This is an optimization exercise on Yosys and OpenROAD, whose aim is small area, not a production implementation. Function was checked by simulation only, so behaviour that the tests miss may differ from the original. Power is estimated from default activity; no workload was simulated.

## flow/config.mk

```make
export PLATFORM = sky130hd
export DESIGN_NAME = luby_restart_scheduler
export DESIGN_NICKNAME = luby_restart_scheduler
export VERILOG_FILES = /design/flow/design.v
export SDC_FILE = /design/flow/constraint.sdc
export NUM_CORES = 4
export LEC_CHECK = 0
export CAP_MARGIN = 20
export CORE_MARGIN = 2
export CORE_UTILIZATION = 40
export SLEW_MARGIN = 20
```

## flow/constraint.sdc

```tcl
create_clock -name core_clock -period 5.0 [get_ports {clk}]
set_input_delay 1.0000 -clock core_clock [delete_from_list [all_inputs] [get_ports {clk}]]
set_output_delay 1.0000 -clock core_clock [all_outputs]
set_load 0.01 [all_outputs]
```

## flow/design.v

```verilog
`timescale 1ns / 1ps
`default_nettype none
package lrs_pkg;
    localparam int LRS_INDEX_BITS = 32;
    localparam int LRS_COUNT_W    = 48;
    localparam int LRS_UNIT_W     = 16;
    localparam int LRS_TOTAL_W    = 32;
    localparam int LRS_LIMIT_W    = LRS_COUNT_W + 1;
    localparam logic [LRS_UNIT_W-1:0] LRS_UNIT_RESET = LRS_UNIT_W'(100);
    localparam int LRS_POS_W = 6;
endpackage
`default_nettype wire
`timescale 1ns / 1ps
`default_nettype none
import lrs_pkg::*;
module lrs_luby_unit (
    input  wire logic                 clk,
    input  wire logic                 rst_n,
    input  wire logic                 p1,
    input  wire logic                 p2,
    input  wire logic                 pos_first,
    input  wire logic [LRS_POS_W-1:0] pos,
    input  wire logic                 t_bit,
    input  wire logic                 q_upd,
    output logic                      u_hit,
    output logic [3:0]                u_sel
);
    logic [4:0] q_reg;
    logic [6:0] acc_reg;
    logic       cs_reg;
    logic       d_at_e;
    logic       q_bit;
    logic       cs_in;
    logic       s_bit;
    assign q_bit = (pos < LRS_POS_W'(5)) ? q_reg[pos[2:0]] : 1'b0;
    assign cs_in = pos_first ? 1'b0 : cs_reg;
    assign s_bit = t_bit ^ q_bit ^ cs_in;
    assign u_hit = (acc_reg[6:4] == 3'b000);
    assign u_sel = acc_reg[3:0];
    always_ff @(posedge clk)
    begin
        cs_reg <= (t_bit & q_bit) | (t_bit & cs_in) | (q_bit & cs_in);
        if (p1)
        begin
            if (pos_first)
                acc_reg <= {2'b00, q_reg};
            else if (s_bit)
                acc_reg <= acc_reg - 7'd1;
        end
        else if (p2)
            acc_reg <= acc_reg + 7'd1;
        if (p2 && acc_reg == 7'd1)
            d_at_e <= s_bit;
    end
    always_ff @(posedge clk or negedge rst_n)
    begin
        if (!rst_n)
            q_reg <= '0;
        else if (q_upd)
            q_reg <= d_at_e ? q_reg - 5'd1 : q_reg + 5'd1;
    end
endmodule
`default_nettype wire
`timescale 1ns / 1ps
`default_nettype none
import lrs_pkg::*;
module luby_restart_scheduler #(
    parameter int INDEX_BITS = lrs_pkg::LRS_INDEX_BITS
) (
    input  wire logic                              clk,
    input  wire logic                              rst_n,
    input  wire logic                              cfg_wr_en,
    input  wire logic [lrs_pkg::LRS_UNIT_W-1:0]    cfg_wr_data,
    input  wire logic                              in_valid,
    output logic                                   in_ready,
    input  wire logic [lrs_pkg::LRS_COUNT_W-1:0]   conflict_count,
    output logic                                   out_valid,
    input  wire logic                              out_ready,
    output logic                                   restart,
    output logic [lrs_pkg::LRS_TOTAL_W-1:0]        restart_total
);
    localparam logic [2:0] S_INIT = 3'd0;
    localparam logic [2:0] S_IDLE = 3'd1;
    localparam logic [2:0] S_P1   = 3'd2;
    localparam logic [2:0] S_P2   = 3'd3;
    localparam logic [2:0] S_ACC  = 3'd4;
    localparam logic [LRS_POS_W-1:0] POS_LAST = LRS_POS_W'(LRS_LIMIT_W - 1);
    logic [2:0]             state_reg;
    logic [LRS_POS_W-1:0]   pos_reg;
    logic [LRS_UNIT_W-1:0]  unit_reg;
    logic [LRS_LIMIT_W-1:0] limit_ring;
    logic                   limit_zero;
    logic [LRS_TOTAL_W-1:0] total_ring;
    logic                   gt_reg;
    logic                   ca_reg;
    logic                   ci_reg;
    logic                   sat_reg;
    logic                   out_valid_reg;
    logic                   pos_first;
    logic                   pos_last;
    logic                   p1;
    logic                   p2;
    logic                   rot_t;
    logic                   c_bit;
    logic                   l_bit;
    logic                   t_bit;
    logic                   gt_in;
    logic                   gt_next;
    logic                   u_hit;
    logic [3:0]             u_sel;
    logic                   u_bit;
    logic                   ca_in;
    logic                   sum_bit;
    logic                   ci_in;
    logic                   t_ins;
    logic                   l_ins;
    assign pos_first = (pos_reg == '0);
    assign pos_last  = (pos_reg == POS_LAST);
    assign p1        = (state_reg == S_P1);
    assign p2        = (state_reg == S_P2);
    assign rot_t     = (state_reg == S_INIT || p1 || p2) && !pos_reg[5];
    assign c_bit = (pos_reg < LRS_POS_W'(LRS_COUNT_W)) ? conflict_count[pos_reg] : 1'b0;
    assign l_bit = limit_ring[0] & !limit_zero;
    assign t_bit = total_ring[0] & !pos_reg[5];
    assign gt_in   = !pos_first & gt_reg;
    assign gt_next = (c_bit & !l_bit) | (!(c_bit ^ l_bit) & gt_in);
    assign u_bit   = u_hit & unit_reg[u_sel];
    assign ca_in   = !pos_first & ca_reg;
    assign sum_bit = c_bit ^ u_bit ^ ca_in;
    assign ci_in = pos_first ? !sat_reg : ci_reg;
    always_comb
    begin
        if (state_reg == S_INIT)
            t_ins = 1'b0;
        else if (p2)
            t_ins = total_ring[0] ^ ci_in;
        else
            t_ins = total_ring[0];
    end
    assign l_ins = p2 ? sum_bit : limit_ring[0];
    lrs_luby_unit u_luby (
        .clk       (clk),
        .rst_n     (rst_n),
        .p1        (p1),
        .p2        (p2),
        .pos_first (pos_first),
        .pos       (pos_reg),
        .t_bit     (t_bit),
        .q_upd     (p2 && pos_last && !sat_reg),
        .u_hit     (u_hit),
        .u_sel     (u_sel)
    );
    always_ff @(posedge clk or negedge rst_n)
    begin
        if (!rst_n)
        begin
            state_reg     <= S_INIT;
            pos_reg       <= '0;
            unit_reg      <= LRS_UNIT_RESET;
            limit_zero    <= 1'b1;
            out_valid_reg <= 1'b0;
        end
        else
        begin
            pos_reg <= pos_last ? '0 : pos_reg + LRS_POS_W'(1);
            if (cfg_wr_en)
                unit_reg <= cfg_wr_data;
            unique case (state_reg)
                S_INIT:
                    if (pos_last)
                        state_reg <= S_IDLE;
                S_IDLE:
                    if (pos_last && in_valid && !out_valid_reg)
                        state_reg <= S_P1;
                S_P1:
                    if (pos_last)
                        state_reg <= gt_next ? S_P2 : S_ACC;
                S_P2:
                    if (pos_last)
                    begin
                        state_reg  <= S_ACC;
                        limit_zero <= 1'b0;
                    end
                S_ACC:
                    if (in_valid)
                        state_reg <= S_IDLE;
                default:
                    state_reg <= S_INIT;
            endcase
            if (state_reg == S_ACC && in_valid)
                out_valid_reg <= 1'b1;
            else if (out_ready)
                out_valid_reg <= 1'b0;
        end
    end
    always_ff @(posedge clk)
    begin
        limit_ring <= {l_ins, limit_ring[LRS_LIMIT_W-1:1]};
        if (rot_t)
            total_ring <= {t_ins, total_ring[LRS_TOTAL_W-1:1]};
        if (p1)
        begin
            gt_reg <= gt_next;
            if (rot_t)
                sat_reg <= (pos_first | sat_reg) & total_ring[0];
        end
        ca_reg <= (c_bit & u_bit) | (c_bit & ca_in) | (u_bit & ca_in);
        ci_reg <= ci_in & total_ring[0];
    end
    assign in_ready      = (state_reg == S_ACC);
    assign out_valid     = out_valid_reg;
    assign restart       = gt_reg;
    assign restart_total = total_ring;
endmodule
`default_nettype wire
```

## flow/run.sh

```bash
#!/bin/bash
# synth_recipe.tcl (not shown) runs the flow's synth.tcl, then flattens the netlist and writes it again
# the make line also repeats each setting of config.mk as NAME=value (left out here)
make -C /OpenROAD-flow-scripts/flow DESIGN_CONFIG=/design/flow/config.mk WORK_HOME=/design/flow/orfs CLKGATE_MAP_FILE= SYNTH_SCRIPT=/design/flow/synth_recipe.tcl finish
```

==> flow_results.xml, run 1 <==
<?xml version="1.0" encoding="UTF-8"?>
<metrics>
  <group name="status">
    <metric name="outcome" unit="">timing/DRC/antenna clean</metric>
  </group>
  <group name="floorplanning">
    <metric name="die-width" unit="µm">116</metric>
    <metric name="floorplan.initialDensity" unit="%">41.2</metric>
    <metric name="placementRows" unit="">40</metric>
    <metric name="die_area" unit="mm²">0.0134</metric>
    <metric name="count_of_pins_on_the_block_boundary" unit="">104</metric>
    <metric name="floorplan.core_area" unit="mm²">0.0121</metric>
    <metric name="fp.dieH" unit="µm">116</metric>
  </group>
  <group name="power">
    <metric name="power.density_cell_area" unit="mW/mm²">341</metric>
    <metric name="max-vdd-ir-drop" unit="µV">248</metric>
    <metric name="power_leakage" unit="nW">2.39</metric>
  </group>
  <group name="placed_design">
    <metric name="placed_cell_count" unit="">612</metric>
    <metric name="gp_routability_congestion" unit="">0.789</metric>
    <metric name="place_area" unit="mm²">0.00615</metric>
    <metric name="io_buffers" unit="">103</metric>
    <metric name="detailedPlacementHpwl" unit="µm">6690</metric>
  </group>
  <group name="timing">
    <metric name="rsz0062_at_grt" unit="">false</metric>
    <metric name="clock-skew-final" unit="ns">0.0102</metric>
    <metric name="maxSlewViolCount" unit="">0</metric>
    <metric name="final_min_period_over_clock_period" unit="%">61.2</metric>
    <metric name="layout_min_cycle_time" unit="ns">3.06</metric>
    <metric name="relSlewSlack" unit="%">45.2</metric>
    <metric name="timing.hold.ws" unit="ns">0.321</metric>
    <metric name="finalSetupViolations" unit="">0</metric>
    <metric name="hold_viol" unit="">0</metric>
    <metric name="fmaxAchievable" unit="MHz">327</metric>
    <metric name="finalSetupTns" unit="ns">0</metric>
    <metric name="timing_worst_slew_pin_value" unit="ns">0.811</metric>
  </group>
  <group name="setup_path">
    <metric name="cp_common_cell" unit="">inv_1</metric>
    <metric name="timing.critical_path.max_delay_family" unit="">simple AND/OR/NAND/NOR gates</metric>
    <metric name="worst_path_largest_cell_delay" unit="ns">0.65</metric>
    <metric name="cp-start-kind" unit="">flop</metric>
    <metric name="timing.critical_path.required" unit="ns">5.08</metric>
    <metric name="critPathKind" unit="">flop to flop</metric>
    <metric name="worst_path_max_delay_cell" unit="">dfrtp_1</metric>
    <metric name="critical_path.n_buffers_inverters" unit="">2</metric>
    <metric name="critical_path_arrival" unit="ns">3.14</metric>
    <metric name="cp_cell_sequence" unit="">inv_1 &gt; ha_1 &gt; nand2b_4 &gt; or4_4 &gt; nand2_1 &gt; fa_1 &gt; inv_1 &gt; o21a_1</metric>
    <metric name="critical_path.endpoint_type" unit="">flop</metric>
    <metric name="crit_fanout" unit="">17</metric>
  </group>
  <group name="drt">
    <metric name="postRouteWirelength" unit="µm">9620</metric>
    <metric name="detailroute.via_count" unit="">3198</metric>
    <metric name="drtIter0Drc" unit="">160</metric>
    <metric name="vias_per_cell" unit="">4.97</metric>
    <metric name="drt-pass1-iter-count" unit="">4</metric>
    <metric name="number_of_drc_violations_after_detailed_routing" unit="">0</metric>
    <metric name="wl_per_cell" unit="µm">14.9</metric>
    <metric name="postRouteAntennaNets" unit="">0</metric>
  </group>
  <group name="worst_hold_path">
    <metric name="min_path_type" unit="">flop to flop</metric>
  </group>
  <group name="final_layout">
    <metric name="layout-drive-gt1-share" unit="%">17.9</metric>
    <metric name="largest_register_ff_count" unit="">49</metric>
    <metric name="fillCellCount" unit="">1053</metric>
    <metric name="finalInstanceArea" unit="mm²">0.00670</metric>
    <metric name="synthToLayoutAreaGrowth" unit="%">34.3</metric>
    <metric name="seqCellArea" unit="mm²">0.00311</metric>
    <metric name="final_nets" unit="">546</metric>
    <metric name="antenna_cells" unit="">0</metric>
    <metric name="final_cells" unit="">644</metric>
    <metric name="multiInputGateArea" unit="mm²">0.00173</metric>
  </group>
  <group name="global_routing">
    <metric name="grt_remaining_overflow" unit="">0</metric>
    <metric name="largest_net_degree_at_the_start_of_global_routing" unit="">33</metric>
    <metric name="first_global_vias" unit="">3193</metric>
    <metric name="globalRouteTotalUtil" unit="%">15.3</metric>
    <metric name="global_route_wire_length_before_repair" unit="µm">15500</metric>
    <metric name="antenna_found_initial" unit="">0</metric>
  </group>
  <group name="logic_synthesis">
    <metric name="top_cell_type_by_total_area_after_synthesis" unit="">edfxtp_1</metric>
    <metric name="netlist_area_before_placement" unit="mm²">0.00499</metric>
    <metric name="ys_ff_latch" unit="">126</metric>
    <metric name="syn_inst" unit="">357</metric>
    <metric name="yosysUniqueCellTypes" unit="">67</metric>
    <metric name="netlist_top_cells_area" unit="">edfxtp_1, dfxtp_1, dfrtp_1, mux4_2, mux2_2</metric>
    <metric name="synthFlopType" unit="">dfxtp_1</metric>
    <metric name="yosys_warnings" unit="">2</metric>
    <metric name="net_count_after_synthesis" unit="">440</metric>
    <metric name="synth_top_area_share" unit="%">25.3</metric>
    <metric name="synth_most_common_cell" unit="">dfxtp_1</metric>
    <metric name="synth.cells.most_frequent" unit="">dfxtp_1, edfxtp_1, dfrtp_1</metric>
    <metric name="average_cell_area_after_synthesis" unit="µm²">14.0</metric>
    <metric name="synth_sequential_area_ratio" unit="%">62.3</metric>
    <metric name="asyncSetResetFlopFracSynth" unit="%">25.4</metric>
    <metric name="synth_enable_flop_cells" unit="">42</metric>
  </group>
  <group name="cts">
    <metric name="cts-htree-levels" unit="">4</metric>
    <metric name="post_cts.resized_instances" unit="">0</metric>
    <metric name="deepest_clock_path_buffer_count" unit="">2</metric>
    <metric name="cts.repair_timing.setup_buffer_count" unit="">0</metric>
    <metric name="cts.root.buffer_cell" unit="">clkbuf_16</metric>
    <metric name="clk_latency" unit="ns">0.41</metric>
    <metric name="post_cts_hold_buffer_count" unit="">0</metric>
    <metric name="cts.sink_count" unit="">126</metric>
    <metric name="clock_tree_from_tritoncts" unit="">done</metric>
    <metric name="tritoncts.num_buffers" unit="">17</metric>
    <metric name="clk_pin_slew" unit="ns">0.06</metric>
  </group>
  <group name="job">
    <metric name="cap_viol_max_count" unit="">0</metric>
  </group>
</metrics>
[per-layer routing]
layer	vias to the layer above	GRT usage (%)	part of all wire, %	wire (µm)
li1	1524	-	-	-
met1	1575	20.0	46	4460
met2	90	23.3	46	4470
met3	9	5.33	6.2	595
met4	0	6.19	1.0	99
met5	-	0	0	0
[worst paths after layout]
| check | start | end | slack (ns) | cells past startpoint |
|---|---|---|---|---|
| max in group asynchronous | rst_n | limit_zero$_DFFE_PN1P_ | 3.66 | 2 |
| setup reg to reg | pos_reg[0]$_DFF_PN0_ | u_luby.acc_reg[0]$_DFFE_PP_ | 1.94 | 8 |
| min in group asynchronous | rst_n | unit_reg[15]$_DFFE_PN0P_ | 0.98 | 2 |
| hold / removal | limit_ring[4]$_DFF_P_ | limit_ring[3]$_DFF_P_ | 0.32 | 0 |
| hold reg to reg | limit_ring[4]$_DFF_P_ | limit_ring[3]$_DFF_P_ | 0.32 | 0 |
| setup / recovery | pos_reg[0]$_DFF_PN0_ | u_luby.acc_reg[0]$_DFFE_PP_ | 1.94 | 8 |
[placed cells by master, fill, tap and decap left out, types with 4 or more instances in the layout]
cell             Yosys  routed
clkdlybuf4s50_1      0     103
dfxtp_1             52      52
edfxtp_1            42      42
dfrtp_1             28      28
nor2_1              20      20
nand2_1             20      20
mux2_2              19      19
clkbuf_16            0      17
inv_1               16      16
mux4_2              15      15
ha_1                11      11
a21oi_1             10      10
xnor2_1             10      10
o21ai_0              7       7
mux2i_1              6       6
nand3_1              6       6
nor3_1               6       5
clkinvlp_4           0       5
inv_6                0       4
dfstp_2              4       4
[final cells by class]
cell class | count | area share, %
sequential | 126 | 46.4
multi-input combinational | 196 | 25.8
timing repair buffer | 105 | 15.6
clock buffer | 18 | 6.55
tap | 168 | 3.14
clock inverter | 14 | 1.61
inverter | 17 | 0.952
[per-stage QoR]
stage	total power, W	setup slack (ns)	util [%]
finish	0.00229	1.94	55.3
global route	0.00236	1.68	55.3
CTS	0.00231	1.90	55.3
detailed placement	0.00119	1.60	50.8
global placement	0.00119	1.66	50.8
floorplan	0.00113	1.68	-
[cells by family (layout without fill, tap and decap cells)]
group	count (synthesis)	count (layout)	share of synthesized area, %
compound gates	52	52	8.03
buf+inv	35	154	3.19
mux	40	40	12.3
xor+xnor	11	11	1.93
simple gates	79	79	8.33
fa+ha+maj	14	14	3.96
flops	126	126	62.3
[power by group]
group          internal (W)  switching, W  leakage (nW)
logic             0.0000698     0.0000237          1.07
clock network      0.000652      0.000464         0.257
registers           0.00107    0.00000659          1.06
total               0.00179      0.000494          2.39
==> inputs of run 2 (changes only) <==
--- a/flow/config.mk
+++ b/flow/config.mk
@@ -5,6 +5,7 @@
 export SDC_FILE = /design/flow/constraint.sdc
 export NUM_CORES = 4
 export LEC_CHECK = 0
+export ABC_AREA = 1
 export CAP_MARGIN = 20
 export CORE_MARGIN = 2
 export CORE_UTILIZATION = 40
==> run 2 against run 1 <==
  * Still clean on timing, DRC and antenna
  * Highest routed layer unchanged
  * Wire length grew 14%
  * Critical path type unchanged
  * Utilization fell by 0.62 points
  * Critical endpoint is now u_luby.acc_reg[2]$_DFFE_PP_
  * Clock power grew 9%
  * Non-clock buffer count did not move
  * Cell count increased by 26%
==> flow_results.xml, run 2 <==
<?xml version="1.0" encoding="UTF-8"?>
<metrics>
  <group name="logic_synthesis">
    <metric name="ys_ff_latch" unit="">126</metric>
    <metric name="yosysUniqueCellTypes" unit="">41</metric>
    <metric name="synth_enable_flop_cells" unit="">42</metric>
    <metric name="synthFlopType" unit="">dfxtp_1</metric>
    <metric name="netlist_top_cells_area" unit="">edfxtp_1, dfxtp_1, dfrtp_1, nand2_1, inv_1</metric>
    <metric name="average_cell_area_after_synthesis" unit="µm²">9.86</metric>
    <metric name="netlist_area_before_placement" unit="mm²">0.00512</metric>
    <metric name="net_count_after_synthesis" unit="">602</metric>
    <metric name="top_cell_type_by_total_area_after_synthesis" unit="">edfxtp_1</metric>
    <metric name="syn_inst" unit="">519</metric>
    <metric name="synth_most_common_cell" unit="">nand2_1</metric>
    <metric name="yosys_warnings" unit="">2</metric>
    <metric name="synth.cells.most_frequent" unit="">nand2_1, inv_1, dfxtp_1</metric>
    <metric name="synth_sequential_area_ratio" unit="%">60.7</metric>
    <metric name="asyncSetResetFlopFracSynth" unit="%">25.4</metric>
    <metric name="synth_top_area_share" unit="%">24.6</metric>
  </group>
  <group name="placed_design">
    <metric name="io_buffers" unit="">103</metric>
    <metric name="gp_routability_congestion" unit="">0.816</metric>
    <metric name="detailedPlacementHpwl" unit="µm">7660</metric>
  </group>
  <group name="global_routing">
    <metric name="globalRouteTotalUtil" unit="%">16.6</metric>
    <metric name="grt_remaining_overflow" unit="">0</metric>
    <metric name="global_route_wire_length_before_repair" unit="µm">17400</metric>
    <metric name="antenna_found_initial" unit="">0</metric>
    <metric name="largest_net_degree_at_the_start_of_global_routing" unit="">33</metric>
    <metric name="first_global_vias" unit="">3694</metric>
  </group>
  <group name="final_layout">
    <metric name="largest_register_ff_count" unit="">49</metric>
    <metric name="layout-drive-gt1-share" unit="%">10.3</metric>
    <metric name="most_frequent_cells_in_the_layout" unit="">nand2_1, clkdlybuf4s50_1, inv_1</metric>
    <metric name="utilization_after_layout" unit="%">54.7</metric>
    <metric name="leading_cell_type_in_the_layout_fill_and_taps_excluded" unit="">nand2_1</metric>
    <metric name="fillCellCount" unit="">1130</metric>
    <metric name="synthToLayoutAreaGrowth" unit="%">34.3</metric>
    <metric name="final_nets" unit="">711</metric>
    <metric name="antenna_cells" unit="">0</metric>
  </group>
  <group name="timing">
    <metric name="relSlewSlack" unit="%">40.6</metric>
    <metric name="clock-skew-final" unit="ns">0.00743</metric>
    <metric name="fmaxAchievable" unit="MHz">311</metric>
    <metric name="rsz0062_at_grt" unit="">false</metric>
    <metric name="finalSetupViolations" unit="">0</metric>
    <metric name="timing_worst_slew_pin_value" unit="ns">0.891</metric>
    <metric name="layout_min_cycle_time" unit="ns">3.21</metric>
    <metric name="final_min_period_over_clock_period" unit="%">64.2</metric>
    <metric name="maxSlewViolCount" unit="">0</metric>
    <metric name="hold_viol" unit="">0</metric>
    <metric name="finalSetupTns" unit="ns">0</metric>
  </group>
  <group name="worst_hold_path">
    <metric name="hold-path-endpoint" unit="">limit_ring[9]$_DFF_P_</metric>
    <metric name="min_path_type" unit="">flop to flop</metric>
    <metric name="min_from" unit="">limit_ring[10]$_DFF_P_</metric>
    <metric name="whs_path_depth" unit="">0</metric>
  </group>
  <group name="cts">
    <metric name="post_cts_hold_buffer_count" unit="">0</metric>
    <metric name="clk_latency" unit="ns">0.41</metric>
    <metric name="clk_pin_slew" unit="ns">0.07</metric>
    <metric name="cts.root.buffer_cell" unit="">clkbuf_16</metric>
    <metric name="cts.sink_count" unit="">126</metric>
    <metric name="cts.repair_timing.setup_buffer_count" unit="">0</metric>
    <metric name="post_cts.resized_instances" unit="">0</metric>
    <metric name="clock_tree_from_tritoncts" unit="">done</metric>
    <metric name="deepest_clock_path_buffer_count" unit="">2</metric>
    <metric name="tritoncts.num_buffers" unit="">17</metric>
    <metric name="cts-htree-levels" unit="">4</metric>
  </group>
  <group name="power">
    <metric name="max-vdd-ir-drop" unit="µV">437</metric>
    <metric name="total_power" unit="W">0.00280</metric>
    <metric name="power_leakage" unit="nW">2.99</metric>
    <metric name="power.density_cell_area" unit="mW/mm²">407</metric>
  </group>
  <group name="floorplanning">
    <metric name="placementRows" unit="">41</metric>
    <metric name="count_of_pins_on_the_block_boundary" unit="">104</metric>
    <metric name="floorplan.initialDensity" unit="%">40.7</metric>
    <metric name="fp.dieH" unit="µm">117</metric>
    <metric name="die-width" unit="µm">117</metric>
    <metric name="floorplan.core_area" unit="mm²">0.0126</metric>
    <metric name="die_area" unit="mm²">0.0137</metric>
  </group>
  <group name="drt">
    <metric name="number_of_drc_violations_after_detailed_routing" unit="">0</metric>
    <metric name="vias_per_cell" unit="">4.74</metric>
    <metric name="drtIter0Drc" unit="">232</metric>
    <metric name="postRouteAntennaNets" unit="">0</metric>
    <metric name="drt-pass1-iter-count" unit="">4</metric>
    <metric name="postRouteWirelength" unit="µm">10900</metric>
    <metric name="wl_per_cell" unit="µm">13.5</metric>
    <metric name="detailroute.via_count" unit="">3857</metric>
  </group>
  <group name="setup_path">
    <metric name="regToRegStartpoint" unit="">pos_reg[0]$_DFF_PN0_</metric>
    <metric name="crit-reg2reg-capture" unit="">u_luby.acc_reg[2]$_DFFE_PP_</metric>
    <metric name="critPathKind" unit="">flop to flop</metric>
    <metric name="crit_fanout" unit="">30</metric>
    <metric name="critical_path_arrival" unit="ns">3.29</metric>
    <metric name="cp_launch_point" unit="">pos_reg[0]$_DFF_PN0_</metric>
    <metric name="setup.reg_to_reg.worst_slack" unit="ns">1.79</metric>
    <metric name="critical_path.endpoint_type" unit="">flop</metric>
    <metric name="timing.critical_path.required" unit="ns">5.08</metric>
    <metric name="cp-start-kind" unit="">flop</metric>
    <metric name="r2r_depth" unit="">9</metric>
  </group>
  <group name="status">
    <metric name="outcome" unit="">timing/DRC/antenna clean</metric>
  </group>
  <group name="job">
    <metric name="cap_viol_max_count" unit="">0</metric>
  </group>
</metrics>
run 2: changes by cell type in the layout (fill, tap and decap cells not counted), moves of 7 or more:
| cell | before | now |
|---|---|---|
| xor2_1 | 1 | 9 |
| o21ai_1 | 1 | 12 |
| nand2_1 | 20 | 133 |
| nor2_1 | 20 | 27 |
| xnor2_1 | 10 | 2 |
| inv_1 | 16 | 55 |
| inv_2 | 1 | 11 |
| mux2_2 | 19 | 6 |
| o21ai_0 | 7 | 21 |
| nand3_1 | 6 | 37 |
| mux4_2 | 15 | 0 |
run 2: critical path, cell delays in order, from the launching register on:
cell and delay [ns]:
dfrtp_1 0.92, inv_2 0.44, ha_1 0.34, nand4_1 0.08, nor2_1 0.05, o211ai_1 0.22, fa_1 0.44, inv_1 0.07
o21bai_1 0.07, inv_1 0.22
run 2: how the worst max path moves through the flow:
stage                                   to
6_report       u_luby.acc_reg[2]$_DFFE_PP_
3_3_place_gp   u_luby.acc_reg[2]$_DFFE_PP_
3_5_place_dp   u_luby.acc_reg[3]$_DFFE_PP_
2_1_floorplan     state_reg[2]$_DFFE_PN0P_
4_1_cts        u_luby.acc_reg[2]$_DFFE_PP_
5_1_grt        u_luby.acc_reg[2]$_DFFE_PP_
run 2: cell families after synthesis:
group / synth area share, %
mux: 1.32
xor+xnor: 1.88
simple gates: 18.1
buf+inv: 6.72
flops: 60.7
compound gates: 7.41
fa+ha+maj: 3.86
run 2: per-layer routing:
layer	GRT usage, %	vias up	share of wire, %
met4	6.27	0	1.3
met1	20.7	1874	44
met5	0	-	0
li1	-	1901	-
met3	4.79	15	3.8
met2	27.6	67	51
run 2: report_power, final:
part	switching (W)	internal (W)	total, W
clock network	0.000507	0.000713	0.00122
registers	0.0000489	0.00117	0.00122
logic	0.000211	0.000144	0.000355
total	0.000766	0.00203	0.00280
run 2: final cells by class:
class                      count  area, µm²  share of cell area (%)
clock buffer                  17        425                    6.19
clock inverter                15        166                    2.42
inverter                      66        248                    3.60
multi-input combinational    312       1670                    24.3
sequential                   126       3110                    45.2
tap                          172        215                    3.13
timing repair buffer         105       1050                    15.2
run 2: stage by stage:
step                      worst slack (ns)  hold WS [ns]  instance area, µm²  std cells
final                                 1.79         0.323                6880        813
after global routing                  1.52         0.324                6880        813
after CTS                             1.80         0.322                6880        813
after detailed placement              1.82         0.312                6280        781
after global placement                1.93         0.314                6280        781
after floorplan                       2.66         0.310                5120        519
==> inputs of run 3 (changes only) <==
--- a/flow/config.mk
+++ b/flow/config.mk
@@ -5,8 +5,10 @@
 export SDC_FILE = /design/flow/constraint.sdc
 export NUM_CORES = 4
 export LEC_CHECK = 0
-export ABC_AREA = 1
 export CAP_MARGIN = 20
 export CORE_MARGIN = 2
 export CORE_UTILIZATION = 40
+export CTS_BUF_LIST = sky130_fd_sc_hd__clkbuf_4
+export CTS_CLUSTER_DIAMETER = 100
+export CTS_CLUSTER_SIZE = 30
 export SLEW_MARGIN = 20
==> run 3 against run 2 <==
  * Sequential share of layout area grew 3.4 points
  * Setup slack gained 0.13 ns
  * Combinational power shrank 74%
  * Final area shrank 7.0%
  * Hold slack gained 0.0055 ns
  * Power shrank 37%
  * Critical path depth shrank 1
  * Die area shrank 2.5%
==> flow_results.xml, run 3 <==
<?xml version="1.0" encoding="UTF-8"?>
<metrics>
  <group name="timing">
    <metric name="timing_worst_slew_pin_value" unit="ns">0.813</metric>
    <metric name="layout_min_cycle_time" unit="ns">3.08</metric>
    <metric name="clock-skew-final" unit="ns">0.0102</metric>
    <metric name="fmaxAchievable" unit="MHz">324</metric>
    <metric name="maxSlewViolCount" unit="">0</metric>
    <metric name="final_min_period_over_clock_period" unit="%">61.7</metric>
    <metric name="hold_viol" unit="">0</metric>
    <metric name="finalSetupViolations" unit="">0</metric>
    <metric name="finalSetupTns" unit="ns">0</metric>
    <metric name="rsz0062_at_grt" unit="">false</metric>
    <metric name="relSlewSlack" unit="%">45.1</metric>
  </group>
  <group name="global_routing">
    <metric name="grt_remaining_overflow" unit="">0</metric>
    <metric name="global_route_wire_length_before_repair" unit="µm">15300</metric>
    <metric name="first_global_vias" unit="">3206</metric>
    <metric name="antenna_found_initial" unit="">0</metric>
    <metric name="largest_net_degree_at_the_start_of_global_routing" unit="">33</metric>
    <metric name="globalRouteTotalUtil" unit="%">14.9</metric>
  </group>
  <group name="final_layout">
    <metric name="layout-drive-gt1-share" unit="%">17.6</metric>
    <metric name="final_nets" unit="">546</metric>
    <metric name="antenna_cells" unit="">0</metric>
    <metric name="utilization_after_layout" unit="%">52.8</metric>
    <metric name="largest_register_ff_count" unit="">49</metric>
    <metric name="leading_cell_type_in_the_layout_fill_and_taps_excluded" unit="">clkdlybuf4s50_1</metric>
    <metric name="fillCellCount" unit="">1089</metric>
    <metric name="final_cells" unit="">644</metric>
    <metric name="most_frequent_cells_in_the_layout" unit="">clkdlybuf4s50_1, dfxtp_1, edfxtp_1</metric>
    <metric name="synthToLayoutAreaGrowth" unit="%">28.2</metric>
  </group>
  <group name="setup_path">
    <metric name="timing.critical_path.required" unit="ns">5.18</metric>
    <metric name="cp_launch_point" unit="">pos_reg[0]$_DFF_PN0_</metric>
    <metric name="critPathKind" unit="">flop to flop</metric>
    <metric name="r2r_depth" unit="">8</metric>
    <metric name="cp_common_cell" unit="">inv_1</metric>
    <metric name="setup.reg_to_reg.worst_slack" unit="ns">1.92</metric>
    <metric name="worst_path_max_delay_cell" unit="">dfrtp_1</metric>
    <metric name="regToRegStartpoint" unit="">pos_reg[0]$_DFF_PN0_</metric>
    <metric name="cp-start-kind" unit="">flop</metric>
    <metric name="crit-reg2reg-capture" unit="">u_luby.acc_reg[0]$_DFFE_PP_</metric>
    <metric name="timing.critical_path.to" unit="">u_luby.acc_reg[0]$_DFFE_PP_</metric>
    <metric name="critical_path.endpoint_type" unit="">flop</metric>
    <metric name="crit_fanout" unit="">17</metric>
    <metric name="critical_path_arrival" unit="ns">3.27</metric>
    <metric name="cp_cell_sequence" unit="">inv_1 &gt; ha_1 &gt; nand2b_4 &gt; or4_4 &gt; nand2_1 &gt; fa_1 &gt; inv_1 &gt; o21a_1</metric>
    <metric name="worst_path_largest_cell_delay" unit="ns">0.67</metric>
  </group>
  <group name="cts">
    <metric name="post_cts.resized_instances" unit="">0</metric>
    <metric name="clock_tree_from_tritoncts" unit="">done</metric>
    <metric name="post_cts_hold_buffer_count" unit="">0</metric>
    <metric name="cts.root.buffer_cell" unit="">clkbuf_4</metric>
    <metric name="cts.sink_count" unit="">126</metric>
    <metric name="deepest_clock_path_buffer_count" unit="">2</metric>
    <metric name="cts.repair_timing.setup_buffer_count" unit="">0</metric>
    <metric name="tritoncts.num_buffers" unit="">17</metric>
    <metric name="clk_pin_slew" unit="ns">0.12</metric>
    <metric name="clk_latency" unit="ns">0.51</metric>
    <metric name="cts-htree-levels" unit="">4</metric>
  </group>
  <group name="floorplanning">
    <metric name="fp.dieH" unit="µm">116</metric>
    <metric name="die-width" unit="µm">116</metric>
    <metric name="die_area" unit="mm²">0.0134</metric>
    <metric name="floorplan.initialDensity" unit="%">41.2</metric>
    <metric name="placementRows" unit="">40</metric>
    <metric name="floorplan.core_area" unit="mm²">0.0121</metric>
    <metric name="count_of_pins_on_the_block_boundary" unit="">104</metric>
  </group>
  <group name="logic_synthesis">
    <metric name="average_cell_area_after_synthesis" unit="µm²">14.0</metric>
    <metric name="top_cell_type_by_total_area_after_synthesis" unit="">edfxtp_1</metric>
    <metric name="ys_ff_latch" unit="">126</metric>
    <metric name="synth_enable_flop_cells" unit="">42</metric>
    <metric name="synth.cells.most_frequent" unit="">dfxtp_1, edfxtp_1, dfrtp_1</metric>
    <metric name="asyncSetResetFlopFracSynth" unit="%">25.4</metric>
    <metric name="net_count_after_synthesis" unit="">440</metric>
    <metric name="netlist_top_cells_area" unit="">edfxtp_1, dfxtp_1, dfrtp_1, mux4_2, mux2_2</metric>
    <metric name="yosysUniqueCellTypes" unit="">67</metric>
    <metric name="synthFlopType" unit="">dfxtp_1</metric>
    <metric name="synth_top_area_share" unit="%">25.3</metric>
    <metric name="synth_most_common_cell" unit="">dfxtp_1</metric>
    <metric name="synth_sequential_area_ratio" unit="%">62.3</metric>
    <metric name="yosys_warnings" unit="">2</metric>
    <metric name="netlist_area_before_placement" unit="mm²">0.00499</metric>
    <metric name="syn_inst" unit="">357</metric>
  </group>
  <group name="placed_design">
    <metric name="gp_routability_congestion" unit="">0.789</metric>
    <metric name="placed_cell_count" unit="">612</metric>
    <metric name="detailedPlacementHpwl" unit="µm">6690</metric>
    <metric name="io_buffers" unit="">103</metric>
  </group>
  <group name="drt">
    <metric name="wl_per_cell" unit="µm">14.8</metric>
    <metric name="drt-pass1-iter-count" unit="">4</metric>
    <metric name="postRouteAntennaNets" unit="">0</metric>
    <metric name="vias_per_cell" unit="">4.97</metric>
    <metric name="drtIter0Drc" unit="">115</metric>
    <metric name="postRouteWirelength" unit="µm">9520</metric>
    <metric name="number_of_drc_violations_after_detailed_routing" unit="">0</metric>
    <metric name="detailroute.via_count" unit="">3200</metric>
  </group>
  <group name="power">
    <metric name="power.density_cell_area" unit="mW/mm²">276</metric>
    <metric name="max-vdd-ir-drop" unit="µV">230</metric>
    <metric name="power_leakage" unit="nW">2.25</metric>
  </group>
  <group name="job">
    <metric name="cap_viol_max_count" unit="">0</metric>
  </group>
  <group name="status">
    <metric name="outcome" unit="">timing/DRC/antenna clean</metric>
  </group>
  <group name="worst_hold_path">
    <metric name="min_path_type" unit="">flop to flop</metric>
  </group>
</metrics>
-- run 3: changes by cell type in the layout (fill, tap and decap cells not counted), moves of 7 or more --
cell	before	now
inv_1	55	16
nand2_1	133	20
nor2_1	27	20
clkbuf_4	0	17
mux4_2	0	15
nand3_1	37	6
o21ai_1	12	1
xor2_1	9	1
inv_2	11	1
mux2_2	6	19
o21ai_0	21	7
clkbuf_16	17	0
xnor2_1	2	10
-- run 3: worst min path at each step --
| stage | start | end | slack [ns] | cells after the start |
|---|---|---|---|---|
| CTS | limit_ring[16]$_DFF_P_ | limit_ring[15]$_DFF_P_ | 0.33 | 0 |
| floorplan | limit_ring[1]$_DFF_P_ | limit_ring[0]$_DFF_P_ | 0.31 | 0 |
| global route | limit_ring[16]$_DFF_P_ | limit_ring[15]$_DFF_P_ | 0.32 | 0 |
| detailed placement | limit_ring[43]$_DFF_P_ | limit_ring[42]$_DFF_P_ | 0.31 | 0 |
| finish | limit_ring[16]$_DFF_P_ | limit_ring[15]$_DFF_P_ | 0.33 | 0 |
| global placement | limit_ring[8]$_DFF_P_ | limit_ring[7]$_DFF_P_ | 0.31 | 0 |
-- run 3: cells by family (layout without fill, tap and decap cells) --
family                   count (synthesis)  after routing  share of synthesized area, %
AO/OA/AOI/OAI                           52             52                          8.03
XOR/XNOR                                11             11                          1.93
adder cells (fa/ha/maj)                 14             14                          3.96
buffers and inverters                   35            154                          3.19
flip-flops                             126            126                          62.3
multiplexers                            40             40                          12.3
AND/OR/NAND/NOR                         79             79                          8.33
-- run 3: metrics by stage --
step                total power, W  hold slack, ns  instance area (µm²)  setup WS, ns
floorplan                  0.00113           0.310                 4990          1.68
global placement           0.00119           0.313                 6150          1.66
detailed placement         0.00119           0.312                 6150          1.60
CTS                        0.00179           0.326                 6390          1.89
global route               0.00184           0.321                 6390          1.67
finish                     0.00176           0.328                 6390          1.92
-- run 3: per-layer routing --
metal	global-route usage [%]	part of all wire (%)	routed length (µm)
met4	5.24	1.2	118
met2	23.5	47	4450
met1	19.4	46	4340
met5	0	0	0
met3	4.92	6.4	607
-- run 3: cell type report --
class	count	area, µm²	area share (%)
Multi-Input combinational cell	196	1730	27.0
Clock buffer	17	128	2.00
Sequential cell	126	3110	48.6
Timing Repair Buffer	105	1050	16.4
Tap cell	168	210	3.29
Inverter	17	63.8	0.998
Clock inverter	15	111	1.74
-- run 3: critical path: cells and delay by family (launching register included) --
kind / cells / cell delay (ns)
and+or+nand+nor: 3 / 0.73
DFF: 1 / 0.67
adders and majority gates: 2 / 0.65
buffers and inverters: 2 / 0.37
AOI/OAI and AO/OA: 1 / 0.34
-- run 3: where the power goes --
part / switching (W) / internal [W] / total [W]
sequential: 0.00000668 / 0.00107 / 0.00108
clock: 0.000393 / 0.000201 / 0.000594
combinational: 0.0000238 / 0.0000698 / 0.0000936
total: 0.000424 / 0.00134 / 0.00176
==> inputs of run 4 (changes only) <==
==> flow/flow/run.sh (new file) <==
#!/bin/bash
# Own layout flow: the standard ORFS flow (standard.sh) with two changes.
#  - Port buffers: buffer_ports inserts the smallest buffer (buf_1) on every
#    input and output port instead of its default pick.
#  - Clock tree: clkbuf_8 buffers only and no dummy loads.
# The full output of the flow goes to standard.log in this folder; ORFS's own
# per-step logs stay under orfs/logs/.
set -euo pipefail
export BUFFER_PORTS_ARGS="-buffer_cell sky130_fd_sc_hd__buf_1"
export CTS_ARGS="-sink_clustering_enable -repair_clock_nets -dont_use_dummy_load -buf_list sky130_fd_sc_hd__clkbuf_8"
bash standard.sh > standard.log 2>&1
==> flow/standard.sh (new file) <==
#!/bin/bash
# synth_recipe.tcl (not shown) runs the flow's synth.tcl, then flattens the netlist and writes it again
# the make line also repeats each setting of config.mk as NAME=value (left out here)
make -C /OpenROAD-flow-scripts/flow DESIGN_CONFIG=/design/flow/config.mk WORK_HOME=/design/flow/orfs CLKGATE_MAP_FILE= SYNTH_SCRIPT=/design/flow/synth_recipe.tcl "${@:-finish}"
--- a/flow/config.mk
+++ b/flow/config.mk
@@ -8,7 +8,4 @@
 export CAP_MARGIN = 20
 export CORE_MARGIN = 2
 export CORE_UTILIZATION = 40
-export CTS_BUF_LIST = sky130_fd_sc_hd__clkbuf_4
-export CTS_CLUSTER_DIAMETER = 100
-export CTS_CLUSTER_SIZE = 30
 export SLEW_MARGIN = 20
removed: flow/run.sh
==> run 4 against run 3 <==
  * Global-route usage shrank 0.30 points
  * Area after synthesis is the same
  * Critical path type unchanged
  * Count of clock-buffer cells in the layout is the same
  * Sequential cell count is the same
  * Combinational power shrank 38%
  * Register-to-register slack gained 0.06 ns
  * Clock skew grew 0.0077 ns
  * Largest power group unchanged
  * Final area shrank 10%
==> flow_results.xml, run 4 <==
<?xml version="1.0" encoding="UTF-8"?>
<metrics>
  <group name="drt">
    <metric name="postRouteWirelength" unit="µm">9120</metric>
    <metric name="drtIter0Drc" unit="">196</metric>
    <metric name="drt-pass1-iter-count" unit="">4</metric>
    <metric name="vias_per_cell" unit="">4.97</metric>
    <metric name="postRouteAntennaNets" unit="">0</metric>
    <metric name="number_of_drc_violations_after_detailed_routing" unit="">0</metric>
    <metric name="wl_per_cell" unit="µm">14.5</metric>
    <metric name="detailroute.via_count" unit="">3122</metric>
  </group>
  <group name="floorplanning">
    <metric name="die-width" unit="µm">116</metric>
    <metric name="count_of_pins_on_the_block_boundary" unit="">104</metric>
    <metric name="floorplan.initialDensity" unit="%">41.2</metric>
    <metric name="fp.dieH" unit="µm">116</metric>
    <metric name="floorplan.core_area" unit="mm²">0.0121</metric>
    <metric name="placementRows" unit="">40</metric>
    <metric name="die_area" unit="mm²">0.0134</metric>
  </group>
  <group name="logic_synthesis">
    <metric name="synth_most_common_cell" unit="">dfxtp_1</metric>
    <metric name="netlist_area_before_placement" unit="mm²">0.00499</metric>
    <metric name="net_count_after_synthesis" unit="">440</metric>
    <metric name="top_cell_type_by_total_area_after_synthesis" unit="">edfxtp_1</metric>
    <metric name="asyncSetResetFlopFracSynth" unit="%">25.4</metric>
    <metric name="netlist_top_cells_area" unit="">edfxtp_1, dfxtp_1, dfrtp_1, mux4_2, mux2_2</metric>
    <metric name="synth.cells.most_frequent" unit="">dfxtp_1, edfxtp_1, dfrtp_1</metric>
    <metric name="synthFlopType" unit="">dfxtp_1</metric>
    <metric name="yosysUniqueCellTypes" unit="">67</metric>
    <metric name="syn_inst" unit="">357</metric>
    <metric name="synth_top_area_share" unit="%">25.3</metric>
    <metric name="synth_sequential_area_ratio" unit="%">62.3</metric>
    <metric name="average_cell_area_after_synthesis" unit="µm²">14.0</metric>
    <metric name="yosys_warnings" unit="">2</metric>
    <metric name="ys_ff_latch" unit="">126</metric>
    <metric name="synth_enable_flop_cells" unit="">42</metric>
  </group>
  <group name="global_routing">
    <metric name="globalRouteTotalUtil" unit="%">14.6</metric>
    <metric name="largest_net_degree_at_the_start_of_global_routing" unit="">33</metric>
    <metric name="grt_remaining_overflow" unit="">0</metric>
    <metric name="antenna_found_initial" unit="">0</metric>
    <metric name="global_route_wire_length_before_repair" unit="µm">14900</metric>
    <metric name="first_global_vias" unit="">3124</metric>
  </group>
  <group name="placed_design">
    <metric name="detailedPlacementHpwl" unit="µm">6370</metric>
    <metric name="gp_routability_congestion" unit="">0.833</metric>
    <metric name="io_buffers" unit="">103</metric>
  </group>
  <group name="cts">
    <metric name="cts-htree-levels" unit="">4</metric>
    <metric name="post_cts.resized_instances" unit="">0</metric>
    <metric name="cts.root.buffer_cell" unit="">clkbuf_8</metric>
    <metric name="clock_tree_from_tritoncts" unit="">done</metric>
    <metric name="post_cts_hold_buffer_count" unit="">0</metric>
    <metric name="tritoncts.num_buffers" unit="">17</metric>
    <metric name="cts.repair_timing.setup_buffer_count" unit="">0</metric>
    <metric name="deepest_clock_path_buffer_count" unit="">2</metric>
    <metric name="clk_pin_slew" unit="ns">0.06</metric>
    <metric name="cts.sink_count" unit="">126</metric>
    <metric name="clk_latency" unit="ns">0.41</metric>
  </group>
  <group name="final_layout">
    <metric name="largest_register_ff_count" unit="">49</metric>
    <metric name="leading_cell_type_in_the_layout_fill_and_taps_excluded" unit="">buf_1</metric>
    <metric name="layout-drive-gt1-share" unit="%">15.2</metric>
    <metric name="synthToLayoutAreaGrowth" unit="%">15.0</metric>
    <metric name="fillCellCount" unit="">1127</metric>
    <metric name="multiInputGateArea" unit="mm²">0.00173</metric>
    <metric name="most_frequent_cells_in_the_layout" unit="">buf_1, dfxtp_1, edfxtp_1</metric>
    <metric name="utilization_after_layout" unit="%">47.4</metric>
    <metric name="final_nets" unit="">545</metric>
    <metric name="antenna_cells" unit="">0</metric>
    <metric name="seqCellArea" unit="mm²">0.00311</metric>
  </group>
  <group name="power">
    <metric name="max-vdd-ir-drop" unit="µV">166</metric>
    <metric name="power_leakage" unit="nW">1.96</metric>
    <metric name="power.density_cell_area" unit="mW/mm²">305</metric>
  </group>
  <group name="timing">
    <metric name="relSlewSlack" unit="%">43.5</metric>
    <metric name="clock-skew-final" unit="ns">0.0179</metric>
    <metric name="timing_worst_slew_pin_value" unit="ns">0.836</metric>
    <metric name="fmaxAchievable" unit="MHz">330</metric>
    <metric name="finalSetupTns" unit="ns">0</metric>
    <metric name="layout_min_cycle_time" unit="ns">3.03</metric>
    <metric name="finalSetupViolations" unit="">0</metric>
    <metric name="timing.hold.ws" unit="ns">0.306</metric>
    <metric name="hold_viol" unit="">0</metric>
    <metric name="maxSlewViolCount" unit="">0</metric>
    <metric name="rsz0062_at_grt" unit="">false</metric>
    <metric name="final_min_period_over_clock_period" unit="%">60.5</metric>
  </group>
  <group name="setup_path">
    <metric name="critical_path.endpoint_type" unit="">flop</metric>
    <metric name="critical_path_arrival" unit="ns">3.08</metric>
    <metric name="timing.critical_path.required" unit="ns">5.05</metric>
    <metric name="critPathKind" unit="">flop to flop</metric>
    <metric name="crit_fanout" unit="">17</metric>
    <metric name="cp-start-kind" unit="">flop</metric>
  </group>
  <group name="status">
    <metric name="outcome" unit="">timing/DRC/antenna clean</metric>
  </group>
  <group name="worst_hold_path">
    <metric name="min_path_type" unit="">flop to flop</metric>
  </group>
  <group name="job">
    <metric name="cap_viol_max_count" unit="">0</metric>
  </group>
</metrics>
[run 4: changes by cell type in the layout (fill, tap and decap cells not counted), moves of 2 or more]
cell,previous run,this run
clkbuf_8,0,17
clkdlybuf4s50_1,103,0
clkbuf_4,17,0
inv_4,2,0
clkinv_4,2,0
inv_6,4,0
buf_1,0,102
clkinvlp_4,5,0
[run 4: through the flow]
| stage | std cells | setup slack, ns | total power, W | instance area, µm² |
|---|---|---|---|---|
| floorplan | 357 | 1.68 | 0.00113 | 4990 |
| global placement | 611 | 1.95 | 0.00115 | 5500 |
| detailed placement | 611 | 1.92 | 0.00116 | 5500 |
| CTS | 628 | 1.95 | 0.00177 | 5740 |
| global route | 628 | 1.75 | 0.00182 | 5740 |
| finish | 628 | 1.97 | 0.00175 | 5740 |
[run 4: logic make-up after synthesis]
logic type               Yosys count  share of synthesized area [%]
AO/OA/AOI/OAI                     52                           8.03
buffers and inverters             35                           3.19
multiplexers                      40                           12.3
flip-flops                       126                           62.3
adder cells (fa/ha/maj)           14                           3.96
XOR/XNOR                          11                           1.93
AND/OR/NAND/NOR                   79                           8.33
[run 4: critical path: stages, from the launching register on]
cell     delay [ns]
dfrtp_1        0.63
inv_1          0.24
ha_1           0.18
nand2_1        0.05
nor3_1         0.13
mux2i_1        0.09
or4_1          0.45
fa_1           0.47
inv_1          0.08
o21a_1         0.35
[run 4: area by class of cell]
class                      count  area share (%)
inverter                      17            1.11
sequential                   126            54.2
tap                          168            3.66
timing repair buffer         104            6.89
clock buffer                  17            4.08
multi-input combinational    196            30.1
[run 4: power by group]
group | internal (W) | leakage, nW | switching [W] | total [W]
clock | 0.000298 | 0.122 | 0.000315 | 0.000613
sequential | 0.00107 | 1.06 | 0.00000627 | 0.00108
combinational | 0.0000354 | 0.773 | 0.0000227 | 0.0000580
[run 4: path summary, 6_finish.rpt]
path                                   startpoint                     endpoint  slack [ns]  depth (start not counted)
setup / recovery             pos_reg[0]$_DFF_PN0_  u_luby.acc_reg[5]$_DFFE_PP_        1.97                          9
hold / removal             limit_ring[22]$_DFF_P_       limit_ring[21]$_DFF_P_        0.31                          0
setup reg to reg             pos_reg[0]$_DFF_PN0_  u_luby.acc_reg[5]$_DFFE_PP_        1.97                          9
hold reg to reg            limit_ring[22]$_DFF_P_       limit_ring[21]$_DFF_P_        0.31                          0
max in group asynchronous                   rst_n  u_luby.q_reg[4]$_DFFE_PN0P_        3.80                          1
min in group asynchronous                   rst_n     unit_reg[15]$_DFFE_PN0P_        0.68                          1
[run 4: metal layers]
metal	track usage [%]	wire length [µm]	up-vias	part of all wire, %
li1	-	-	1501	-
met1	19.7	4360	1522	48
met2	22.0	4130	95	45
met3	5.44	565	4	6.2
met4	4.52	63	0	0.69
met5	0	0	-	0
==> inputs of run 5 (changes only) <==
--- a/flow/design.v
+++ b/flow/design.v
@@ -26,16 +26,16 @@
     output logic [3:0]                u_sel
 );
     logic [4:0] q_reg;
-    logic [6:0] acc_reg;
+    logic [5:0] acc_reg;
     logic       cs_reg;
     logic       d_at_e;
     logic       q_bit;
     logic       cs_in;
     logic       s_bit;
     assign q_bit = (pos < LRS_POS_W'(5)) ? q_reg[pos[2:0]] : 1'b0;
-    assign cs_in = pos_first ? 1'b0 : cs_reg;
+    assign cs_in = !pos_first & cs_reg;
     assign s_bit = t_bit ^ q_bit ^ cs_in;
-    assign u_hit = (acc_reg[6:4] == 3'b000);
+    assign u_hit = (acc_reg[5:4] == 2'b11);
     assign u_sel = acc_reg[3:0];
     always_ff @(posedge clk)
     begin
@@ -43,13 +43,13 @@
         if (p1)
         begin
             if (pos_first)
-                acc_reg <= {2'b00, q_reg};
-            else if (s_bit)
-                acc_reg <= acc_reg - 7'd1;
+                acc_reg <= {1'b0, q_reg};
+            else if (!s_bit)
+                acc_reg <= acc_reg + 6'd1;
         end
         else if (p2)
-            acc_reg <= acc_reg + 7'd1;
-        if (p2 && acc_reg == 7'd1)
+            acc_reg <= acc_reg + 6'd1;
+        if (p2 && acc_reg == 6'd49)
             d_at_e <= s_bit;
     end
     always_ff @(posedge clk or negedge rst_n)
@@ -79,23 +79,22 @@
     output logic                                   restart,
     output logic [lrs_pkg::LRS_TOTAL_W-1:0]        restart_total
 );
-    localparam logic [2:0] S_INIT = 3'd0;
-    localparam logic [2:0] S_IDLE = 3'd1;
-    localparam logic [2:0] S_P1   = 3'd2;
-    localparam logic [2:0] S_P2   = 3'd3;
-    localparam logic [2:0] S_ACC  = 3'd4;
+    localparam logic [1:0] S_INIT = 2'd0;
+    localparam logic [1:0] S_IDLE = 2'd1;
+    localparam logic [1:0] S_P1   = 2'd2;
+    localparam logic [1:0] S_P2   = 2'd3;
     localparam logic [LRS_POS_W-1:0] POS_LAST = LRS_POS_W'(LRS_LIMIT_W - 1);
-    logic [2:0]             state_reg;
+    logic [1:0]             state_reg;
     logic [LRS_POS_W-1:0]   pos_reg;
     logic [LRS_UNIT_W-1:0]  unit_reg;
     logic [LRS_LIMIT_W-1:0] limit_ring;
-    logic                   limit_zero;
     logic [LRS_TOTAL_W-1:0] total_ring;
     logic                   gt_reg;
     logic                   ca_reg;
     logic                   ci_reg;
     logic                   sat_reg;
     logic                   out_valid_reg;
+    logic                   init;
     logic                   pos_first;
     logic                   pos_last;
     logic                   p1;
@@ -114,13 +113,14 @@
     logic                   ci_in;
     logic                   t_ins;
     logic                   l_ins;
+    assign init      = (state_reg == S_INIT);
     assign pos_first = (pos_reg == '0);
     assign pos_last  = (pos_reg == POS_LAST);
     assign p1        = (state_reg == S_P1);
     assign p2        = (state_reg == S_P2);
-    assign rot_t     = (state_reg == S_INIT || p1 || p2) && !pos_reg[5];
+    assign rot_t     = (init || p1 || p2) && !pos_reg[5];
     assign c_bit = (pos_reg < LRS_POS_W'(LRS_COUNT_W)) ? conflict_count[pos_reg] : 1'b0;
-    assign l_bit = limit_ring[0] & !limit_zero;
+    assign l_bit = limit_ring[0];
     assign t_bit = total_ring[0] & !pos_reg[5];
     assign gt_in   = !pos_first & gt_reg;
     assign gt_next = (c_bit & !l_bit) | (!(c_bit ^ l_bit) & gt_in);
@@ -130,14 +130,22 @@
     assign ci_in = pos_first ? !sat_reg : ci_reg;
     always_comb
     begin
-        if (state_reg == S_INIT)
+        if (init)
             t_ins = 1'b0;
         else if (p2)
             t_ins = total_ring[0] ^ ci_in;
         else
             t_ins = total_ring[0];
     end
-    assign l_ins = p2 ? sum_bit : limit_ring[0];
+    always_comb
+    begin
+        if (init)
+            l_ins = 1'b0;
+        else if (p2)
+            l_ins = sum_bit;
+        else
+            l_ins = limit_ring[0];
+    end
     lrs_luby_unit u_luby (
         .clk       (clk),
         .rst_n     (rst_n),
@@ -157,7 +165,6 @@
             state_reg     <= S_INIT;
             pos_reg       <= '0;
             unit_reg      <= LRS_UNIT_RESET;
-            limit_zero    <= 1'b1;
             out_valid_reg <= 1'b0;
         end
         else
@@ -165,29 +172,21 @@
             pos_reg <= pos_last ? '0 : pos_reg + LRS_POS_W'(1);
             if (cfg_wr_en)
                 unit_reg <= cfg_wr_data;
-            unique case (state_reg)
-                S_INIT:
-                    if (pos_last)
+            if (pos_last)
+            begin
+                unique case (state_reg)
+                    S_INIT:
                         state_reg <= S_IDLE;
-                S_IDLE:
-                    if (pos_last && in_valid && !out_valid_reg)
-                        state_reg <= S_P1;
-                S_P1:
-                    if (pos_last)
-                        state_reg <= gt_next ? S_P2 : S_ACC;
-                S_P2:
-                    if (pos_last)
-                    begin
-                        state_reg  <= S_ACC;
-                        limit_zero <= 1'b0;
-                    end
-                S_ACC:
-                    if (in_valid)
+                    S_IDLE:
+                        if (in_valid && !out_valid_reg)
+                            state_reg <= S_P1;
+                    S_P1:
+                        state_reg <= gt_next ? S_P2 : S_IDLE;
+                    default:
                         state_reg <= S_IDLE;
-                default:
-                    state_reg <= S_INIT;
-            endcase
-            if (state_reg == S_ACC && in_valid)
+                endcase
+            end
+            if (in_ready)
                 out_valid_reg <= 1'b1;
             else if (out_ready)
                 out_valid_reg <= 1'b0;
@@ -207,7 +206,7 @@
         ca_reg <= (c_bit & u_bit) | (c_bit & ca_in) | (u_bit & ca_in);
         ci_reg <= ci_in & total_ring[0];
     end
-    assign in_ready      = (state_reg == S_ACC);
+    assign in_ready      = pos_last && ((p1 && !gt_next) || p2);
     assign out_valid     = out_valid_reg;
     assign restart       = gt_reg;
     assign restart_total = total_ring;
==> run 5 against run 4 <==
  * Count of clock-buffer cells in the layout unchanged
  * Final area down 5.5%
  * Critical path depth down 2
  * Clock skew up 0.0021 ns
  * Non-clock buffer count up 1
  * Critical path type is now flop to output pin
==> flow_results.xml, run 5 <==
<?xml version="1.0" encoding="UTF-8"?>
<metrics>
  <group name="status">
    <metric name="outcome" unit="">timing/DRC/antenna clean</metric>
  </group>
  <group name="floorplanning">
    <metric name="placementRows" unit="">39</metric>
    <metric name="count_of_pins_on_the_block_boundary" unit="">104</metric>
    <metric name="fp.dieH" unit="µm">112</metric>
    <metric name="die-width" unit="µm">112</metric>
    <metric name="floorplan.initialDensity" unit="%">41.1</metric>
    <metric name="floorplan.core_area" unit="mm²">0.0114</metric>
    <metric name="die_area" unit="mm²">0.0126</metric>
  </group>
  <group name="global_routing">
    <metric name="grt_remaining_overflow" unit="">0</metric>
    <metric name="first_global_vias" unit="">2913</metric>
    <metric name="antenna_found_initial" unit="">0</metric>
    <metric name="global_route_wire_length_before_repair" unit="µm">13400</metric>
    <metric name="largest_net_degree_at_the_start_of_global_routing" unit="">33</metric>
    <metric name="globalRouteTotalUtil" unit="%">13.5</metric>
  </group>
  <group name="setup_path">
    <metric name="timing.critical_path.required" unit="ns">4.00</metric>
    <metric name="cp_cell_sequence" unit="">inv_1 &gt; ha_1 &gt; nand2b_1 &gt; or2_2 &gt; and2_1 &gt; o211ai_1 &gt; buf_1</metric>
    <metric name="critPathKind" unit="">flop to output pin</metric>
    <metric name="timing.critical_path.max_delay_family" unit="">flip-flops</metric>
    <metric name="worst_path_max_delay_cell" unit="">dfrtp_1</metric>
    <metric name="worst_path_largest_cell_delay" unit="ns">0.72</metric>
    <metric name="critical_path.endpoint_type" unit="">output pin</metric>
    <metric name="crit_fanout" unit="">22</metric>
    <metric name="critical_path_arrival" unit="ns">2.51</metric>
    <metric name="critical_path.n_buffers_inverters" unit="">2</metric>
    <metric name="cp-start-kind" unit="">flop</metric>
  </group>
  <group name="logic_synthesis">
    <metric name="synth.cells.most_frequent" unit="">dfxtp_1, edfxtp_1, dfrtp_1</metric>
    <metric name="synthFlopType" unit="">dfxtp_1</metric>
    <metric name="asyncSetResetFlopFracSynth" unit="%">24.4</metric>
    <metric name="synth_sequential_area_ratio" unit="%">64.5</metric>
    <metric name="synth_most_common_cell" unit="">dfxtp_1</metric>
    <metric name="synth_enable_flop_cells" unit="">41</metric>
    <metric name="yosys_warnings" unit="">2</metric>
    <metric name="synth_top_area_share" unit="%">26.3</metric>
    <metric name="ys_ff_latch" unit="">123</metric>
    <metric name="top_cell_type_by_total_area_after_synthesis" unit="">edfxtp_1</metric>
    <metric name="netlist_top_cells_area" unit="">edfxtp_1, dfxtp_1, dfrtp_1, mux4_2, mux2_2</metric>
    <metric name="average_cell_area_after_synthesis" unit="µm²">14.6</metric>
    <metric name="net_count_after_synthesis" unit="">406</metric>
    <metric name="yosysUniqueCellTypes" unit="">49</metric>
    <metric name="netlist_area_before_placement" unit="mm²">0.00469</metric>
    <metric name="syn_inst" unit="">321</metric>
  </group>
  <group name="power">
    <metric name="total_power" unit="W">0.00171</metric>
    <metric name="max-vdd-ir-drop" unit="µV">224</metric>
    <metric name="power.density_cell_area" unit="mW/mm²">316</metric>
    <metric name="power_leakage" unit="nW">1.92</metric>
  </group>
  <group name="final_layout">
    <metric name="synthToLayoutAreaGrowth" unit="%">15.6</metric>
    <metric name="finalInstanceArea" unit="mm²">0.00542</metric>
    <metric name="largest_register_ff_count" unit="">49</metric>
    <metric name="antenna_cells" unit="">0</metric>
    <metric name="layout-drive-gt1-share" unit="%">12.6</metric>
    <metric name="multiInputGateArea" unit="mm²">0.00153</metric>
    <metric name="leading_cell_type_in_the_layout_fill_and_taps_excluded" unit="">buf_1</metric>
    <metric name="most_frequent_cells_in_the_layout" unit="">buf_1, dfxtp_1, edfxtp_1</metric>
    <metric name="seqCellArea" unit="mm²">0.00303</metric>
    <metric name="fillCellCount" unit="">1056</metric>
    <metric name="final_nets" unit="">515</metric>
  </group>
  <group name="timing">
    <metric name="final_min_period_over_clock_period" unit="%">70.3</metric>
    <metric name="maxSlewViolCount" unit="">0</metric>
    <metric name="timing_worst_slew_pin_value" unit="ns">0.935</metric>
    <metric name="fmaxAchievable" unit="MHz">285</metric>
    <metric name="finalSetupTns" unit="ns">0</metric>
    <metric name="hold_viol" unit="">0</metric>
    <metric name="layout_min_cycle_time" unit="ns">3.51</metric>
    <metric name="clock-skew-final" unit="ns">0.0200</metric>
    <metric name="relSlewSlack" unit="%">37.7</metric>
    <metric name="finalSetupViolations" unit="">0</metric>
    <metric name="rsz0062_at_grt" unit="">false</metric>
    <metric name="finalWorstSetupSlack" unit="ns">1.49</metric>
  </group>
  <group name="cts">
    <metric name="clk_pin_slew" unit="ns">0.08</metric>
    <metric name="deepest_clock_path_buffer_count" unit="">2</metric>
    <metric name="tritoncts.num_buffers" unit="">17</metric>
    <metric name="cts-htree-levels" unit="">4</metric>
    <metric name="post_cts.resized_instances" unit="">0</metric>
    <metric name="post_cts_hold_buffer_count" unit="">0</metric>
    <metric name="cts.root.buffer_cell" unit="">clkbuf_8</metric>
    <metric name="cts.repair_timing.setup_buffer_count" unit="">0</metric>
    <metric name="clock_tree_from_tritoncts" unit="">done</metric>
    <metric name="clk_latency" unit="ns">0.41</metric>
    <metric name="cts.sink_count" unit="">123</metric>
  </group>
  <group name="drt">
    <metric name="detailroute.via_count" unit="">2759</metric>
    <metric name="postRouteWirelength" unit="µm">7880</metric>
    <metric name="postRouteAntennaNets" unit="">0</metric>
    <metric name="wl_per_cell" unit="µm">13.8</metric>
    <metric name="vias_per_cell" unit="">4.83</metric>
    <metric name="drt-pass1-iter-count" unit="">4</metric>
    <metric name="number_of_drc_violations_after_detailed_routing" unit="">0</metric>
    <metric name="drtIter0Drc" unit="">111</metric>
  </group>
  <group name="placed_design">
    <metric name="gp_routability_congestion" unit="">0.812</metric>
    <metric name="dp_worst_setup_slack" unit="ns">1.77</metric>
    <metric name="io_buffers" unit="">103</metric>
    <metric name="detailedPlacementHpwl" unit="µm">5550</metric>
    <metric name="place_area" unit="mm²">0.00519</metric>
  </group>
  <group name="worst_hold_path">
    <metric name="min_path_type" unit="">flop to flop</metric>
  </group>
  <group name="job">
    <metric name="cap_viol_max_count" unit="">0</metric>
  </group>
</metrics>
## run 5: cell count changes after synthesis, moves of 4 or more
cell | previous run | this run
mux4_2 | 15 | 9
mux2i_1 | 6 | 12
xor2_1 | 1 | 7
inv_1 | 16 | 12
xnor2_1 | 10 | 6
mux4_1 | 0 | 6
## run 5: cell type report
| cell class | instances | area share [%] |
|---|---|---|
| flip-flops and latches | 123 | 55.8 |
| clock buffers | 17 | 4.32 |
| well taps | 143 | 3.30 |
| repair buffers | 105 | 7.43 |
| multi-input cells | 171 | 28.3 |
| inverters | 12 | 0.831 |
## run 5: logic make-up (layout without fill, tap and decap cells)
| family | after synthesis | in the layout | share of synthesized area (%) |
|---|---|---|---|
| and+or+nand+nor | 67 | 67 | 7.07 |
| xor gates and xnor gates | 13 | 13 | 2.43 |
| adders and majority gates | 17 | 17 | 4.83 |
| buffers and inverters | 27 | 134 | 2.83 |
| AOI/OAI and AO/OA | 31 | 31 | 4.22 |
| muxes | 43 | 43 | 14.1 |
| DFF | 123 | 123 | 64.5 |
## run 5: path summary, 6_finish.rpt
| check | startpoint | endpoint | slack [ns] | depth (start not counted) |
|---|---|---|---|---|
| max in group asynchronous | rst_n | u_luby.q_reg[4]$_DFFE_PN0P_ | 3.83 | 1 |
| setup reg to reg | pos_reg[1]$_DFF_PN0_ | u_luby.acc_reg[2]$_DFFE_PP_ | 1.78 | 5 |
| setup / recovery | pos_reg[1]$_DFF_PN0_ | in_ready | 1.49 | 7 |
| hold / removal | limit_ring[17]$_DFF_P_ | limit_ring[16]$_DFF_P_ | 0.31 | 0 |
| hold reg to reg | limit_ring[17]$_DFF_P_ | limit_ring[16]$_DFF_P_ | 0.31 | 0 |
| min in group asynchronous | rst_n | unit_reg[12]$_DFFE_PN0P_ | 0.67 | 1 |
## run 5: metal layers
metal  up-vias  GRT usage [%]  wire, µm
met1      1328           17.3      3710
met4         0           5.28        84
li1       1359              -         -
met5         -              0         0
met3        11           5.29       373
met2        61           20.8      3710
## run 5: power by group
group	internal (W)	switching, W	total, W
logic	0.0000378	0.0000233	0.0000611
registers	0.00104	0.00000627	0.00105
clock network	0.000298	0.000303	0.000601
## run 5: worst reg2reg max path, cell delays in order, from the launching register on
cell and delay (ns):
dfrtp_1 0.95, mux4_1 0.66, nand2b_1 0.09, a21oi_1 0.08, fa_1 0.48, a31oi_1 0.58
## run 5: per-stage QoR
step,hold WS (ns),util [%],cells
4_1_cts,0.320,47.5,571
3_5_place_dp,0.312,45.4,554
2_1_floorplan,0.310,-,321
3_3_place_gp,0.313,45.4,554
6_report,0.311,47.5,571
5_1_grt,0.324,47.5,571

[separate check: timing with driven ports]
No port has a modelled driver above. Below, the same layouts with a new extraction and two added sets of constraints. Step 1, drivers: a clkbuf_16 drives clk and a buf_2 each remaining input, both assumed. Step 2 adds t to the input delays and takes it off the output delays; t is the mean of the earliest and latest rising clock arrival at the registers after step 1. Input paths then give back, and output paths get back, about the clock's delay inside the block. Slacks: no drivers / after step 1 / after step 2; pairs: no drivers / after step 1.
run | t (ns) | setup slack, ns | latest minus earliest clock arrival (ns) | cell pins on the clock port's net
run 1 | 0.442 | 1.941 / 1.941 / 1.600 | 0.011 / 0.011 | 1
run 2 | 0.442 | 1.790 / 1.790 / 1.790 | 0.011 / 0.011 | 1
run 3 | 0.535 | 1.915 / 1.915 / 1.612 | 0.011 / 0.012 | 1
run 4 | 0.432 | 1.974 / 1.974 / 1.919 | 0.027 / 0.027 | 1
run 5 | 0.427 | 1.486 / 1.456 / 1.778 | 0.024 / 0.024 | 1
After both steps every run listed still meets setup and hold. The setup slack of run 1, which loses most, moves by 0.000 ns with the drivers and by -0.341 ns with both steps.
